What follows belongs to an exercise in optimizing a design on an open flow for small area, a short achievable clock period and few clock cycles per item; a production flow would make more cautious choices. In this exercise RTL edits were held to simulation tests only and were not proved equivalent to the original. No activity file was given, so power comes from the tool's default toggle rates.

<file path="design/flow/config.mk">
export PLATFORM = sky130hd
export DESIGN_NAME = iram_sfr_ctrl
export DESIGN_NICKNAME = iram_sfr_ctrl
export VERILOG_FILES = /design/flow/design.v
export SDC_FILE = /design/flow/constraint.sdc
export NUM_CORES = 4
export LEC_CHECK = 0
export CAP_MARGIN = 20
export CORE_MARGIN = 2
export CORE_UTILIZATION = 45
export CTS_CLUSTER_DIAMETER = 100
export CTS_CLUSTER_SIZE = 20
export SLEW_MARGIN = 20
export SYNTH_HIERARCHICAL = 1
</file>
<file path="design/flow/design.v">
module iram_sfr_ctrl #(
  parameter int ADDR_WIDTH = 8,
  parameter int DATA_WIDTH = 8,
  parameter int IRAM_DEPTH = 128,
  parameter int NUM_PORTS  = 4
) (
  input  logic                   clock,
  input  logic                   reset,
  input  logic                   req,
  input  logic                   we,
  input  logic                   is_bit,
  input  logic                   indirect,
  input  logic [ADDR_WIDTH-1:0]  addr,
  input  logic [DATA_WIDTH-1:0]  wdata,
  input  logic                   wbit,
  input  logic [NUM_PORTS*8-1:0] p_in,
  output logic                   busy,
  output logic                   rvalid,
  output logic [DATA_WIDTH-1:0]  rdata,
  output logic                   rbit,
  output logic [NUM_PORTS*8-1:0] p_out
);
  localparam int NR = 12;    
  localparam int NC = 16;    
  function automatic logic rc_is_port(input int r, input int c);
    rc_is_port = (r >= 8) && (c == 0) && ((r - 8) < 2);
  endfunction
  logic [1:0] n_r, rdy_r;
  logic       ph_s, pol0_s, pol1_s, clr_s;
  always_ff @(posedge clock or negedge reset) begin
    if (!reset) begin
      n_r   <= 2'd0;
      rdy_r <= 2'b00;
    end else begin
      n_r   <= n_r + 2'd1;
      rdy_r <= {rdy_r[0], 1'b1};
    end
  end
  assign ph_s   = n_r[0];
  assign pol0_s = n_r[1];
  assign pol1_s = ~(n_r[1] ^ n_r[0]);
  assign clr_s  = ~rdy_r[1];
  logic          acc_s;
  logic [6:0]    dec_idx_s;
  logic [1:0]    dec_sp_s;
  logic          dec_port_s;
  logic [7:0]    dec_pin_s;
  logic [NR-1:0] dec_row_s;
  logic [NC-1:0] dec_col_s;
  assign acc_s     = req & rdy_r[1];
  assign dec_idx_s = !is_bit ? addr[6:0] : (addr[7] ? {addr[6:3], 3'b000} : {3'b010, addr[6:3]});
  assign dec_sp_s  = !addr[7] ? 2'd0 : ((!is_bit && indirect) ? 2'd1 : 2'd2);
  assign dec_port_s = addr[7] & (is_bit | ~indirect) & ~addr[6] & ~addr[3] & (is_bit | (addr[2:0] == 3'b000));
  always_comb begin
    dec_pin_s = p_in[7:0];
    for (int k = 1; k < NUM_PORTS; k++)
      if (addr[5:4] == 2'(k)) dec_pin_s = p_in[8*k +: 8];
    for (int r = 0; r < NR; r++) dec_row_s[r] = ({dec_sp_s, dec_idx_s[6:5]} == 4'(r));
    for (int c = 0; c < NC; c++) dec_col_s[c] = (dec_idx_s[3:0] == 4'(c));
  end
  logic [NUM_PORTS*8-1:0] port_n_r, port_en_s;
  logic [7:0]             port_bit_s;
  logic                   port_wr_s;
  assign port_wr_s = acc_s & we & dec_port_s;
  always_comb begin
    for (int b = 0; b < 8; b++) port_bit_s[b] = ~is_bit | (addr[2:0] == 3'(b));
    for (int k = 0; k < NUM_PORTS; k++)
      for (int b = 0; b < 8; b++)
        port_en_s[8*k + b] = port_wr_s & (addr[5:4] == 2'(k)) & port_bit_s[b];
  end
  always_ff @(posedge clock or negedge reset) begin
    if (!reset) begin
      port_n_r <= {NUM_PORTS*8{1'b0}};
    end else begin
      for (int i = 0; i < NUM_PORTS*8; i++)
        if (port_en_s[i]) port_n_r[i] <= ~(is_bit ? wbit : wdata[i % 8]);
    end
  end
  assign p_out = ~port_n_r;
  logic          a_v, a_we, a_bit, a_port, a_wbit;
  logic [8:0]    a_id;
  logic [NR-1:0] a_row;
  logic [NC-1:0] a_col;
  logic [2:0]    a_pos;
  logic [7:0]    a_wdata, a_pin;
  logic          b_v, b_we, b_bit, b_port, b_wbit, b_pol, b_mc, b_md, b_me;
  logic [8:0]    b_id;
  logic [NR-1:0] b_row;
  logic [2:0]    b_pos;
  logic [7:0]    b_wdata, b_pin;
  logic [7:0]    b_lvl [NR];
  logic          c_v, c_we, c_bit, c_port, c_wbit;
  logic [8:0]    c_id;
  logic [2:0]    c_pos;
  logic [7:0]    c_wdata, c_byte;
  logic          d_wr, d_def;
  logic [8:0]    d_id;
  logic [7:0]    d_wd;
  logic          e_wr;
  logic [8:0]    e_id;
  logic [7:0]    e_wd;
  logic       c_wr_s, c_tap_s, d_go_s;
  logic [7:0] c_wd_s;
  assign c_wr_s  = c_v & c_we & ~c_port;
  assign c_tap_s = c_id[4] ^ ph_s;              
  always_comb begin
    c_wd_s = c_bit ? c_byte : c_wdata;
    if (c_bit) c_wd_s[c_pos] = c_wbit;
  end
  assign d_go_s = d_wr & d_def & ~(c_wr_s && c_id == d_id);
  logic [7:0]    da_s, da_sp_s, db_s;
  logic [NR-1:0] ra_s, rb_s;
  logic [NC-1:0] ca_s, cb_s;
  logic [7:0]    s0_q [NR][NC];
  logic [7:0]    s1_q [NR][NC];
  assign da_s    = clr_s ? {8{pol1_s}} : (c_wd_s ^ {8{pol1_s}});
  assign da_sp_s = clr_s ? ({5'b00000, {3{ph_s}}} ^ {8{pol1_s}}) : (c_wd_s ^ {8{pol1_s}});   
  assign db_s    = d_wd ^ {8{pol1_s}};
  always_comb begin
    for (int r = 0; r < NR; r++) begin
      ra_s[r] = (c_wr_s & c_tap_s & ({c_id[8:7], c_id[6:5]} == 4'(r))) | clr_s;
      rb_s[r] = d_go_s & ({d_id[8:7], d_id[6:5]} == 4'(r));
    end
    for (int c = 0; c < NC; c++) begin
      ca_s[c] = (c_id[3:0] == 4'(c)) | clr_s;
      cb_s[c] = (d_id[3:0] == 4'(c));
    end
  end
  for (genvar r = 0; r < NR; r++) begin : g_row
    for (genvar c = 0; c < NC; c++) begin : g_col
      if (rc_is_port(r, c)) begin : g_port
        assign s0_q[r][c] = 8'h00;
        assign s1_q[r][c] = 8'h00;
      end else begin : g_ring
        logic       ena, enb, hold;
        logic [7:0] da;
        assign ena  = ra_s[r] & ca_s[c];
        assign enb  = rb_s[r] & cb_s[c];
        assign hold = ~(ena | enb);
        assign da   = (r == 8 && c == 1) ? da_sp_s : da_s;
        for (genvar b = 0; b < 8; b++) begin : g_bit
          iram_ring_bit u_bit (
            .clock (clock),
            .ena   (ena),
            .enb   (enb),
            .hold  (hold),
            .da    (da[b]),
            .db    (db_s[b]),
            .q0    (s0_q[r][c][b]),
            .q1    (s1_q[r][c][b])
          );
        end
      end
    end
  end
  logic          a_s0_s;
  logic [NC-1:0] a_c0_s, a_c1_s;
  logic [7:0]    a_lvl_s [NR];
  assign a_s0_s = (a_id[4] == ph_s);            
  assign a_c0_s = a_col & {NC{a_s0_s}};
  assign a_c1_s = a_col & {NC{~a_s0_s}};
  always_comb begin
    for (int r = 0; r < NR; r++) begin
      a_lvl_s[r] = 8'h00;
      for (int c = 0; c < NC; c++)
        a_lvl_s[r] = a_lvl_s[r] | (s0_q[r][c] & {8{a_c0_s[c]}}) | (s1_q[r][c] & {8{a_c1_s[c]}});
    end
  end
  logic [7:0] b_raw_s, b_fwd_s;
  always_comb begin
    b_raw_s = {8{b_pol}};
    for (int r = 0; r < NR; r++) b_raw_s = b_raw_s ^ (b_lvl[r] & {8{b_row[r]}});
    if (b_mc)      b_fwd_s = c_wd_s;
    else if (b_md) b_fwd_s = d_wd;
    else if (b_me) b_fwd_s = e_wd;
    else           b_fwd_s = b_raw_s;
  end
  always_ff @(posedge clock or negedge reset) begin
    if (!reset) begin
      a_v  <= 1'b0;
      b_v  <= 1'b0;
      c_v  <= 1'b0;
      d_wr <= 1'b0;
      e_wr <= 1'b0;
    end else begin
      a_v  <= acc_s;
      b_v  <= a_v;
      c_v  <= b_v;
      d_wr <= c_wr_s;
      e_wr <= d_wr & d_def;
    end
  end
  always_ff @(posedge clock) begin
    a_we    <= we;
    a_bit   <= is_bit;
    a_port  <= dec_port_s;
    a_wbit  <= wbit;
    a_id    <= {dec_sp_s, dec_idx_s};
    a_row   <= dec_row_s;
    a_col   <= dec_col_s;
    a_pos   <= addr[2:0];
    a_wdata <= wdata;
    a_pin   <= dec_pin_s;
    b_we    <= a_we;
    b_bit   <= a_bit;
    b_port  <= a_port;
    b_wbit  <= a_wbit;
    b_id    <= a_id;
    b_row   <= a_row;
    b_pos   <= a_pos;
    b_wdata <= a_wdata;
    b_pin   <= a_pin;
    b_pol   <= a_s0_s ? pol0_s : pol1_s;
    for (int r = 0; r < NR; r++) b_lvl[r] <= a_lvl_s[r];
    b_mc    <= b_v & b_we & ~b_port & (b_id == a_id);
    b_md    <= c_wr_s & (c_id == a_id);
    b_me    <= d_wr & d_def & (d_id == a_id);
    c_we    <= b_we;
    c_bit   <= b_bit;
    c_port  <= b_port;
    c_wbit  <= b_wbit;
    c_id    <= b_id;
    c_pos   <= b_pos;
    c_wdata <= b_wdata;
    c_byte  <= b_port ? b_pin : b_fwd_s;
    d_def   <= ~c_tap_s;
    d_id    <= c_id;
    d_wd    <= c_wd_s;
    e_id    <= d_id;
    e_wd    <= d_wd;
  end
  logic       rvalid_r, rbit_r;
  logic [7:0] rdata_r;
  always_ff @(posedge clock or negedge reset) begin
    if (!reset) rvalid_r <= 1'b0;
    else        rvalid_r <= c_v & ~c_we;
  end
  always_ff @(posedge clock) begin
    rdata_r <= c_byte;
    rbit_r  <= c_byte[c_pos];
  end
  assign busy   = ~rdy_r[1];
  assign rvalid = rvalid_r;
  assign rdata  = rdata_r;
  assign rbit   = rbit_r;
endmodule
module iram_ring_bit (
  input  logic clock,
  input  logic ena,
  input  logic enb,
  input  logic hold,
  input  logic da,
  input  logic db,
  output logic q0,
  output logic q1
);
  always_ff @(posedge clock) begin
    q1 <= q0;
    q0 <= ~((da & ena) | (db & enb) | (q1 & hold));
  end
endmodule
</file>
<file path="design/flow/constraint.sdc">
create_clock -name core_clock -period 9.0 [get_ports {clock}]
set_input_delay 1.8000 -clock core_clock [delete_from_list [all_inputs] [get_ports {clock}]]
set_output_delay 1.8000 -clock core_clock [all_outputs]
set_load 0.01 [all_outputs]
</file>
<file path="design/flow/standard.sh">
#!/bin/bash
# synth_recipe.tcl (not shown) runs the flow's synth.tcl, then flattens the netlist and writes it again
# the make line also repeats each setting of config.mk as NAME=value (left out here)
make -C /OpenROAD-flow-scripts/flow DESIGN_CONFIG=/design/flow/config.mk WORK_HOME=/design/flow/orfs CLKGATE_MAP_FILE= SYNTH_SCRIPT=/design/flow/synth_recipe.tcl "${@:-finish}"
</file>
<file path="design/flow/flow/run.sh">
#!/bin/bash
set -euo pipefail
bash standard.sh SETUP_SLACK_MARGIN=5.7 finish > flow_standard.log 2>&1
</file>
==> results of run 1 <==
## Yosys cell counts, drive strengths merged (4+ instances only)
library cell and number:
a21boi 6, a21oi 200, a221o 15, a221oi 374
a222oi 1623, a22o 319, a22oi 649, a31o 16
a31oi 9, a41oi 27, and3 44, buf 174
clkbuf 348, dfrtp 41, dfxtp 3311, inv 55
mux2 19, mux2i 4, mux4 10, nand2 516
nand2b 21, nand3 173, nand3b 4, nand4 127
nor2 457, nor2b 12, nor3 76, nor4 16
o211ai 5, o21a 15, o21ai 60, o22ai 19
o31a 5, or2 4, or3 8, xnor2 73
xnor3 22, xor2 41
## modules after synthesis, one instance, submodules excluded
module,times used,flops+latches,cell area (sq um)
iram_sfr_ctrl,1,312,31900
iram_ring_bit,1520,2,50.0
## area by class of cell
class / count / area [sq um] / share of cell area [%]
tap: 3167 / 3960 / 3.24
multi-input combinational: 5000 / 40600 / 33.2
clock buffer: 200 / 4830 / 3.95
timing repair buffer: 511 / 5050 / 4.13
antenna: 21 / 52.6 / 0.0430
clock inverter: 12 / 123 / 0.100
sequential: 3352 / 67400 / 55.1
inverter: 55 / 221 / 0.181
## routing by layer
layer / track usage (%) / share of wire (%) / vias up / wire, um
met2: 56.0 / 40 / 9890 / 208000
met5: 1.82 / 0.10 / - / 542
met4: 28.7 / 8.9 / 28 / 46500
met3: 18.3 / 17 / 2545 / 89200
li1: - / - / 37800 / -
met1: 50.5 / 34 / 47500 / 181000
## worst max-delay path, delay by kind of cell, from the launching register on
family / cells / cell delay [ns]
flip-flops: 1 / 0.43
buffers and inverters: 4 / 0.40
## flip-flops by register name, summed over array words and instances, names as in the netlist, 3 cells and up
signal / count
c_id: 9
d_wd: 8
b_id: 9
g_row.g_col.g_ring.g_bit.u_bit.q1: 1520
a_pin: 8
rdata_r: 8
b_pos: 3
b_row: 12
e_wd: 8
c_pos: 3
port_n_r: 32
b_lvl: 96
c_wdata: 8
b_pin: 8
d_id: 9
a_row: 12
a_wdata: 8
b_wdata: 8
g_row.g_col.g_ring.g_bit.u_bit.q0: 1520
a_pos: 3
a_id: 9
c_byte: 8
a_col: 16
## kinds of logic (layout without fill, tap and decap cells)
logic type | Yosys count | count (layout) | share of synthesized area (%)
other | 1 | 22 | 0.00347
AOI/OAI and AO/OA | 3357 | 3357 | 27.4
adders and majority gates | 3 | 3 | 0.0348
and+or+nand+nor | 1469 | 1469 | 6.28
muxes | 33 | 33 | 0.444
buffers and inverters | 577 | 778 | 2.12
DFF | 3352 | 3352 | 62.4
xor gates and xnor gates | 136 | 137 | 1.38
## power by group through the flow
stage	sequential, mW	combinational [mW]	clock (mW)
2_1_floorplan	19.1	2.96	0
3_3_place_gp	19.7	4.82	0
3_5_place_dp	19.7	4.89	0
4_1_cts	19.4	5.04	8.72
5_1_grt	19.8	5.48	9.28
6_report	19.5	5.44	8.76
## final timing paths
| kind | to | slack, ns | depth (start not counted) |
|---|---|---|---|
| hold / removal | c_pos[0] | 0.32 | 0 |
| setup / recovery | busy | 5.49 | 4 |
| setup reg to reg | b_lvl[3][0] | 5.56 | 7 |
| max in group asynchronous | port_n_r[18] | 7.63 | 1 |
| min in group asynchronous | n_r[0] | 0.91 | 1 |
| hold reg to reg | c_pos[0] | 0.32 | 0 |
## metrics by stage
step	cells	hold WS [ns]	power [mW]
final	12300	0.316	33.7
after global routing	12300	0.336	34.5
after CTS	12300	0.316	33.2
after detailed placement	12000	0.312	24.6
after global placement	12000	0.314	24.5
after floorplan	8928	0.310	22.0
## timing repair
action,in CTS,in global routing
endpoints found under the hold margin,0,0
pin swaps,26,12
cloned,6,7
setup endpoints to repair,1591,920
setup buffers,65,27
resized for setup,546,100
hold buffers,0,0
==> Flow_metrics.wiki, run 1 <==
{| class="wikitable"
! Metric !! Value
|-
| Starting density of the core || ~45%
|-
| Static Leakage || between 40 and 50 nW
|-
| Routed vias || around 98000
|-
| Cell taking the most area after synthesis || sky130_fd_sc_hd__dfxtp_1
|-
| Element type at the critical path start || register
|-
| Total I/O pin count || ~100
|-
| Iteration-0 DRC count of the detailed router || 25600
|-
| Internal power of the cells || 23.5 mW
|-
| Final TNS setup || 0 ns
|-
| Number of remaining DRC errors || 0
|-
| Worst Hold Launch || b_pos[0]
|-
| Post-route fraction of the period consumed by the critical path || between 30% and 40%
|-
| Number of flops mapped to enable cells by yosys || 0
|-
| CP arrival || 1.71 ns
|-
| Synth warn || 16
|-
| Dpl cell area || between 100000 and 150000 sq um
|-
| Largest net degree at the start of global routing || 175
|-
| Relative area change from synthesis to final layout || 13.3%
|-
| Top library cells by usage in the layout, fill and taps aside || sky130_fd_sc_hd__dfxtp_1, sky130_fd_sc_hd__a222oi_1, sky130_fd_sc_hd__a22oi_1, sky130_fd_sc_hd__nand2_1, sky130_fd_sc_hd__a221oi_1
|-
| Worst setup path startpoint || rdy_r[1]
|-
| Overall fraction of global-route tracks in use || approximately two fifths
|-
| Clock root buffer master || sky130_fd_sc_hd__clkbuf_16
|-
| Post-route minimum period || 3.51 ns
|-
| Max Cap Viol || 0
|-
| Detail-routed net length per standard cell || around 43 um
|-
| Vias per std cell || around 7.9
|-
| Final setup violation count || 0
|-
| Data required time at the worst endpoint || approximately 7.2 ns
|-
| Clock skew after layout || 0.0380 ns
|-
| Final worst setup slack || about 5.5 ns
|-
| Netlist Area Pre-Place || between 100000 and 150000 sq um
|-
| Share of power burned in registers || 57.9%
|-
| X dimension of the die || just under 500 um
|-
| Series of cell instances along the critical path || buf_12 > clkinv_8 > buf_12 > buf_8
|-
| First-pass GRT wire length || between 700000 and 800000 um
|-
| Post-synthesis sequential element count || about 3400
|-
| Final antenna-violating net count || 0
|-
| Power share of the clock group || about a quarter
|-
| Critical-path cell with the highest stage delay || sky130_fd_sc_hd__dfrtp_2
|-
| Final cell utilization of the core || between 50 and 60%
|-
| Setup repair after global routing missed its margin || true
|-
| Switching power total || ~10 mW
|-
| Number of rows created at floorplan || between 150 and 200
|-
| Maximum cell stage delay along the critical path || approximately 0.43 ns
|-
| Worst setup slack before clock tree synthesis || approximately 4.4 ns
|-
| Worst-path clk slew || approximately 0.080 ns
|-
| Level count of the clock H-tree || 4
|-
| R2R Path Start || a_col[1]
|-
| TritonCTS clock tree || yes
|-
| Die H || a little under 500 um
|-
| Average cell area after synthesis || about 12 sq um
|-
| Share of layout cells above drive strength 1 || 13.4%
|-
| Die Footprint || roughly 240000 sq um
|-
| CTS Buf Count || 186
|-
| Status || finished clean
|-
| Class of the tightest hold or removal check || reg2reg
|-
| Proportion of register bits with asynchronous set or reset after synthesis || under 10%
|-
| RePlAce Congestion || 0.969
|-
| Floorplan Core Area || around 240000 sq um
|-
| Detailed Routing Iterations Pass 1 || 17
|-
| Setup crit end kind || output port
|-
| Post-synthesis instance total || between 8000 and 9000
|-
| Most frequently used flop master after synthesis || sky130_fd_sc_hd__dfxtp_1
|-
| Post-layout instance area || approximately 120000 sq um
|-
| Largest voltage drop on the vdd net || a little under 200 uV
|-
| Sequential cell area fraction in the yosys report || between 60% and 70%
|-
| Sw frac || approximately 30%
|-
| Fraction of synthesized cell area taken by the top area cell type || 61.4%
|-
| Cell occurring most often along the worst timing path || sky130_fd_sc_hd__buf_12
|-
| Worst slew margin relative to its limit || 8.92%
|-
| Initial antenna violation count || 21
|-
| Port buffer count || just under 100
|-
| Remaining global-route overflow || 0
|-
| Number of nets in the finished design || around 9200
|-
| Achievable clock frequency || 285 MHz
|-
| Biggest fanout along the worst timing path || 5
|-
| Number of distinct library cells after synthesis || 67
|-
| Vias in the first global route || about 93000
|-
| Clock tree sinks || 3352
|-
| Part of the total power dissipated in combinational logic || roughly 16%
|-
| Fin. max-slew vios || 0
|-
| Total power density per cell area || 276 nW/um^2
|-
| Top cells by area in the synthesized netlist || sky130_fd_sc_hd__dfxtp_1, sky130_fd_sc_hd__a222oi_1, sky130_fd_sc_hd__a22oi_1
|-
| Clock latency on the worst-skew pair || 0.90 ns
|-
| Buffer levels on the longest clock path || 3
|-
| Fillers || 20700
|-
| Endpoints failing hold || 0
|-
| CP Class || reg2out
|-
| Net Count, Synth || between 8000 and 9000
|-
| HPWL after detailed placement || around 300000 um
|-
| Most common cell after layout, fill and taps aside || sky130_fd_sc_hd__dfxtp_1
|-
| WL final || around 530000 um
|-
| Transition time at the pin with the least slew margin || between 1 and 1.5 ns
|}
Testbench counts, summed over its fixed seeds: cycles 320,020, items 320,000.
==> run 2: changes to the inputs <==
--- a/design/flow/design.v
+++ b/design/flow/design.v
@@ -26,14 +26,17 @@
     rc_is_port = (r >= 8) && (c == 0) && ((r - 8) < 2);
   endfunction
   logic [1:0] n_r, rdy_r;
+  logic       rdy_o_r;
   logic       ph_s, pol0_s, pol1_s, clr_s;
   always_ff @(posedge clock or negedge reset) begin
     if (!reset) begin
-      n_r   <= 2'd0;
-      rdy_r <= 2'b00;
+      n_r     <= 2'd0;
+      rdy_r   <= 2'b00;
+      rdy_o_r <= 1'b0;
     end else begin
-      n_r   <= n_r + 2'd1;
-      rdy_r <= {rdy_r[0], 1'b1};
+      n_r     <= n_r + 2'd1;
+      rdy_r   <= {rdy_r[0], 1'b1};
+      rdy_o_r <= rdy_o_r | (n_r == 2'd1);
     end
   end
   assign ph_s   = n_r[0];
@@ -239,7 +242,7 @@
     rdata_r <= c_byte;
     rbit_r  <= c_byte[c_pos];
   end
-  assign busy   = ~rdy_r[1];
+  assign busy   = ~rdy_o_r;
   assign rvalid = rvalid_r;
   assign rdata  = rdata_r;
   assign rbit   = rbit_r;
--- a/design/flow/config.mk
+++ b/design/flow/config.mk
@@ -7,7 +7,7 @@
 export LEC_CHECK = 0
 export CAP_MARGIN = 20
 export CORE_MARGIN = 2
-export CORE_UTILIZATION = 45
+export CORE_UTILIZATION = 40
 export CTS_CLUSTER_DIAMETER = 100
 export CTS_CLUSTER_SIZE = 20
 export SLEW_MARGIN = 20
==> run 2 against run 1 <==
Effect of this change: still clean; flip-flop and latch count is 1 higher; sequential share of layout area is 0.22 points lower; clock skew increased by 0.042 ns; final area up 0.46%; register-to-register slack worse by 0.08 ns; combinational power rose by 3%; global-route usage shrank 4.5 points; die area is 13% higher; critical path type is now reg2reg; largest cell class unchanged; largest power group unchanged.
==> Flow_metrics.wiki, run 2 <==
{| class="wikitable"
! Metric !! Value
|-
| Remaining global-route overflow || 0
|-
| R2R Path Start || c_id[0]
|-
| CP arrival || about 4.3 ns
|-
| Post-route fraction of the period consumed by the critical path || between 30 and 40%
|-
| First-pass GRT wire length || 719000 um
|-
| Clock latency on the worst-skew pair || just under 1 ns
|-
| Switching power total || 10.6 mW
|-
| Number of nets in the finished design || roughly 9000
|-
| Final cell count without fillers || between 10000 and 15000
|-
| Detail-routed net length per standard cell || between 40 and 50 um
|-
| Series of cell instances along the critical path || nand2b_1 > o21a_4 > buf_4 > nor2_1 > buf_4 > a21oi_2 > buf_4 > a222oi_1
|-
| Worst-path clk slew || ~0.08 ns
|-
| Number of remaining DRC errors || 0
|-
| Share of layout cells above drive strength 1 || about 13%
|-
| X dimension of the die || about 520 um
|-
| Top-count cell post-synth || sky130_fd_sc_hd__dfxtp_1
|-
| Average cell area after synthesis || between 10 and 15 sq um
|-
| Sw frac || slightly above 30%
|-
| Biggest fanout along the worst timing path || 9
|-
| Count of buffer and inverter cells on the critical path || 3
|-
| Registers with the highest flip-flop counts || g_row.g_col.g_ring.g_bit.u_bit.q0: 1520 flops, g_row.g_col.g_ring.g_bit.u_bit.q1: 1520 flops, b_lvl: 96 flops
|-
| Setup crit end kind || register
|-
| RePlAce Congestion || around 1.0
|-
| Worst hold path cell count || 0
|-
| Synth warn || 16
|-
| Number of rows created at floorplan || between 150 and 200
|-
| Dpl cell area || between 100000 and 150000 sq um
|-
| Critical-path cell with the highest stage delay || sky130_fd_sc_hd__dfxtp_1
|-
| Clock root buffer master || sky130_fd_sc_hd__clkbuf_16
|-
| Total power density per cell area || around 280 nW/um^2
|-
| CP Class || reg2reg
|-
| Total I/O pin count || 98
|-
| Worst setup path startpoint || c_id[0]
|-
| Netlist Area Pre-Place || roughly 110000 sq um
|-
| Class of the tightest hold or removal check || reg2reg
|-
| Proportion of register bits with asynchronous set or reset after synthesis || roughly 1.3%
|-
| Endpoints failing hold || 0
|-
| Cells after DPL || 12300
|-
| Setup repair after global routing missed its margin || true
|-
| Post-route minimum period || between 3 and 4 ns
|-
| End point of the most critical hold path || g_row[8].g_col[3].g_ring.g_bit[5].u_bit.q1
|-
| WL final || around 530000 um
|-
| Element type at the critical path start || register
|-
| Detailed Routing Iterations Pass 1 || 15
|-
| Level count of the clock H-tree || 4
|-
| Largest voltage drop on the vdd net || between 200 and 250 uV
|-
| Power share of the clock group || 26.1%
|-
| Routed vias || around 100000
|-
| Die H || around 520 um
|-
| Post-synthesis sequential element count || around 3400
|-
| Vias per std cell || about 8
|-
| HPWL after detailed placement || 307000 um
|-
| Cell occurring most often along the worst timing path || sky130_fd_sc_hd__buf_4
|-
| Fraction of synthesized cell area taken by the top area cell type || between 60 and 70%
|-
| Share of power burned in registers || 57.5%
|-
| Relative area change from synthesis to final layout || 13.5%
|-
| Cell taking the most area after synthesis || sky130_fd_sc_hd__dfxtp_1
|-
| Delay-heaviest family, CP || compound AO/OA/AOI/OAI gates
|-
| Post-layout instance area || about 120000 sq um
|-
| Clock skew after layout || around 0.080 ns
|-
| Fin. max-slew vios || 0
|-
| Internal power of the cells || roughly 24 mW
|-
| Net Count, Synth || between 8000 and 9000
|-
| Floorplan Core Area || between 200000 and 300000 sq um
|-
| Vias in the first global route || 93400
|-
| Number of distinct library cells after synthesis || 67
|-
| Worst slew margin relative to its limit || between 7 and 8%
|-
| Post-synth top cells || sky130_fd_sc_hd__dfxtp_1, sky130_fd_sc_hd__a222oi_1, sky130_fd_sc_hd__a22oi_1, sky130_fd_sc_hd__nand2_1, sky130_fd_sc_hd__nor2_1
|-
| Largest net degree at the start of global routing || 144
|-
| Max Cap Viol || 0
|-
| Sequential cell area fraction in the yosys report || between 60% and 70%
|-
| Overall fraction of global-route tracks in use || a little over a third
|-
| Most frequently used flop master after synthesis || sky130_fd_sc_hd__dfxtp_1
|-
| Port buffer count || between 90 and 100
|-
| Top library cells by usage in the layout, fill and taps aside || sky130_fd_sc_hd__dfxtp_1, sky130_fd_sc_hd__a222oi_1, sky130_fd_sc_hd__a22oi_1, sky130_fd_sc_hd__nand2_1, sky130_fd_sc_hd__a221oi_1
|-
| Clock tree sinks || 3353
|-
| Final TNS setup || 0 ns
|-
| Achievable clock frequency || 284 MHz
|-
| Worst Hold Launch || g_row[8].g_col[3].g_ring.g_bit[5].u_bit.q0
|-
| Starting density of the core || approximately two fifths
|-
| Maximum cell stage delay along the critical path || ~0.7 ns
|-
| Die Footprint || 275000 sq um
|-
| Reg2reg setup slack || approximately 5.5 ns
|-
| Part of the total power dissipated in combinational logic || ~16%
|-
| Data required time at the worst endpoint || 9.76 ns
|-
| Transition time at the pin with the least slew margin || 1.39 ns
|-
| Number of flops mapped to enable cells by yosys || 0
|-
| Final antenna-violating net count || 0
|-
| Iteration-0 DRC count of the detailed router || 26900
|-
| Post-synthesis instance total || just under 9000
|-
| Fillers || 24200
|-
| CTS Buf Count || around 190
|-
| Status || finished clean
|-
| Final setup violation count || 0
|-
| Buffer levels on the longest clock path || 4
|-
| Static Leakage || around 43 nW
|-
| Top cells by area in the synthesized netlist || sky130_fd_sc_hd__dfxtp_1, sky130_fd_sc_hd__a222oi_1, sky130_fd_sc_hd__a22oi_1
|-
| TritonCTS clock tree || yes
|-
| Most common cell after layout, fill and taps aside || sky130_fd_sc_hd__dfxtp_1
|-
| Initial antenna violation count || 28
|-
| Worst Reg2Reg Path Length in Cells || 8
|-
| R2r endpoint || g_row[1].g_col[4].g_ring.g_bit[7].u_bit.q0
|}
[run 2: cell count changes after synthesis, moves of 16 or more]
| cell | delta |
|---|---|
| sky130_fd_sc_hd__nand2_1 | -35 |
| sky130_fd_sc_hd__mux2_2 | +16 |
| sky130_fd_sc_hd__a21oi_1 | -68 |
| sky130_fd_sc_hd__a22o_1 | -17 |
| sky130_fd_sc_hd__a221oi_1 | -16 |
| sky130_fd_sc_hd__nand3_1 | -21 |
| sky130_fd_sc_hd__a22oi_1 | +92 |
| sky130_fd_sc_hd__buf_1 | -23 |
| sky130_fd_sc_hd__o21ai_1 | +20 |
| sky130_fd_sc_hd__clkbuf_1 | +35 |
| sky130_fd_sc_hd__a31oi_1 | +19 |
| sky130_fd_sc_hd__o21ai_0 | -17 |
[run 2: timing repair]
item | in CTS | in global routing
setup buffers | 42 | 25
hold buffers | 0 | 0
gates cloned | 8 | 11
pin swaps | 20 | 8
endpoints found under the setup margin | 1632 | 1125
gates resized for setup | 538 | 123
[run 2: worst max path at each step]
stage / cells after the start / endpoint / slack [ns]
finish: 8 / g_row[1].g_col[4].g_ring.g_bit[7].u_bit.q0 / 5.48
global route: 5 / g_row[7].g_col[2].g_ring.g_bit[0].u_bit.q0 / 5.57
CTS: 6 / g_row[9].g_col[6].g_ring.g_bit[1].u_bit.q0 / 5.60
detailed placement: 6 / port_n_r[20] / 4.45
global placement: 6 / port_n_r[20] / 4.45
floorplan: 9 / g_row[0].g_col[0].g_ring.g_bit[0].u_bit.q0 / 4.34
[run 2: logic make-up (layout without fill, tap and decap cells)]
family                   after synthesis  in the layout  share of synthesized area [%]
AND/OR/NAND/NOR                     1432           1432                           6.17
other                                  1             27                        0.00346
XOR/XNOR                             138            138                           1.35
AO/OA/AOI/OAI                       3364           3364                           27.4
buffers and inverters                598            756                           2.18
adder cells (fa/ha/maj)                4              4                         0.0462
flip-flops                          3353           3353                           62.2
multiplexers                          48             48                          0.600
[run 2: Yosys stat by module (local to each module, per instance)]
| module | copies in the design | cells | flops+latches |
|---|---|---|---|
| iram_ring_bit | 1520 | 3 | 2 |
| iram_sfr_ctrl | 1 | 4378 | 313 |
[run 2: layer usage]
layer | global-route usage [%] | part of all wire [%]
met3 | 16.7 | 18
met2 | 49.5 | 39
met5 | 1.77 | 0.27
met1 | 45.2 | 35
met4 | 24.6 | 8.5
[run 2: power groups by stage]
stage	clock network, mW	registers, mW	logic (mW)
floorplan	0	19.1	2.98
global placement	0	19.8	4.86
detailed placement	0	19.8	4.93
CTS	8.87	19.5	5.13
global route	9.39	19.9	5.64
finish	8.93	19.7	5.61
[run 2: worst register-to-register path, stage by stage (launching register included)]
cell	delay (ns)
sky130_fd_sc_hd__dfxtp_1	0.68
sky130_fd_sc_hd__nand2b_1	0.52
sky130_fd_sc_hd__o21a_4	0.50
sky130_fd_sc_hd__buf_4	0.43
sky130_fd_sc_hd__nor2_1	0.09
sky130_fd_sc_hd__buf_4	0.25
sky130_fd_sc_hd__a21oi_2	0.50
sky130_fd_sc_hd__buf_4	0.28
sky130_fd_sc_hd__a222oi_1	0.10
[run 2: metrics by stage]
| step | power [mW] | setup WS (ns) | utilization [%] | hold slack [ns] |
|---|---|---|---|---|
| global route | 34.9 | 5.57 | 45.7 | 0.326 |
| global placement | 24.6 | 4.45 | 42.6 | 0.310 |
| CTS | 33.6 | 5.60 | 45.3 | 0.320 |
| finish | 34.2 | 5.48 | 45.7 | 0.309 |
| detailed placement | 24.8 | 4.45 | 42.7 | 0.312 |
| floorplan | 22.1 | 4.34 | - | 0.309 |
[run 2: area by class of cell]
class | instances | area [sq um] | area share [%]
Sequential cell | 3353 | 67400 | 54.9
Multi-Input combinational cell | 4987 | 40700 | 33.1
Timing Repair Buffer | 480 | 4950 | 4.03
Clock buffer | 207 | 4950 | 4.03
Tap cell | 3552 | 4440 | 3.62
Inverter | 60 | 225 | 0.183
Clock inverter | 9 | 88.8 | 0.0723
Antenna cell | 26 | 65.1 | 0.0530
Testbench counts of run 2, summed over its fixed seeds: cycles 320,020, items 320,000.

-- what the ideal ports hide --
The flow's constraints put no driver on any port. The routed layouts listed below were extracted and timed again, unchanged, in two steps.
Step 1: set_driving_cell puts a clkbuf_16 on clock and a buf_2 on each other input, an assumption about the parent block.
Step 2 adds t to the input delays and takes it off the output delays; t is the mean of the earliest and latest rising clock arrival at the registers after step 1. Input paths then give back, and output paths get back, about the clock's delay inside the block.
Slacks: ideal / step 1 / step 2; pairs: ideal / step 1.
run | t (ns) | setup slack, ns | worst setup path after step 2 | clock arrival spread, ns
run 1 | 0.992 | 5.486 / 5.373 / 4.860 | input to register | 0.045 / 0.045
run 2 | 1.021 | 5.484 / 5.484 / 4.946 | input to register | 0.087 / 0.086
After both steps setup and hold are still met in every run listed. The setup slack of run 1, which loses most, moves by -0.113 ns with the drivers and by -0.626 ns with both steps.
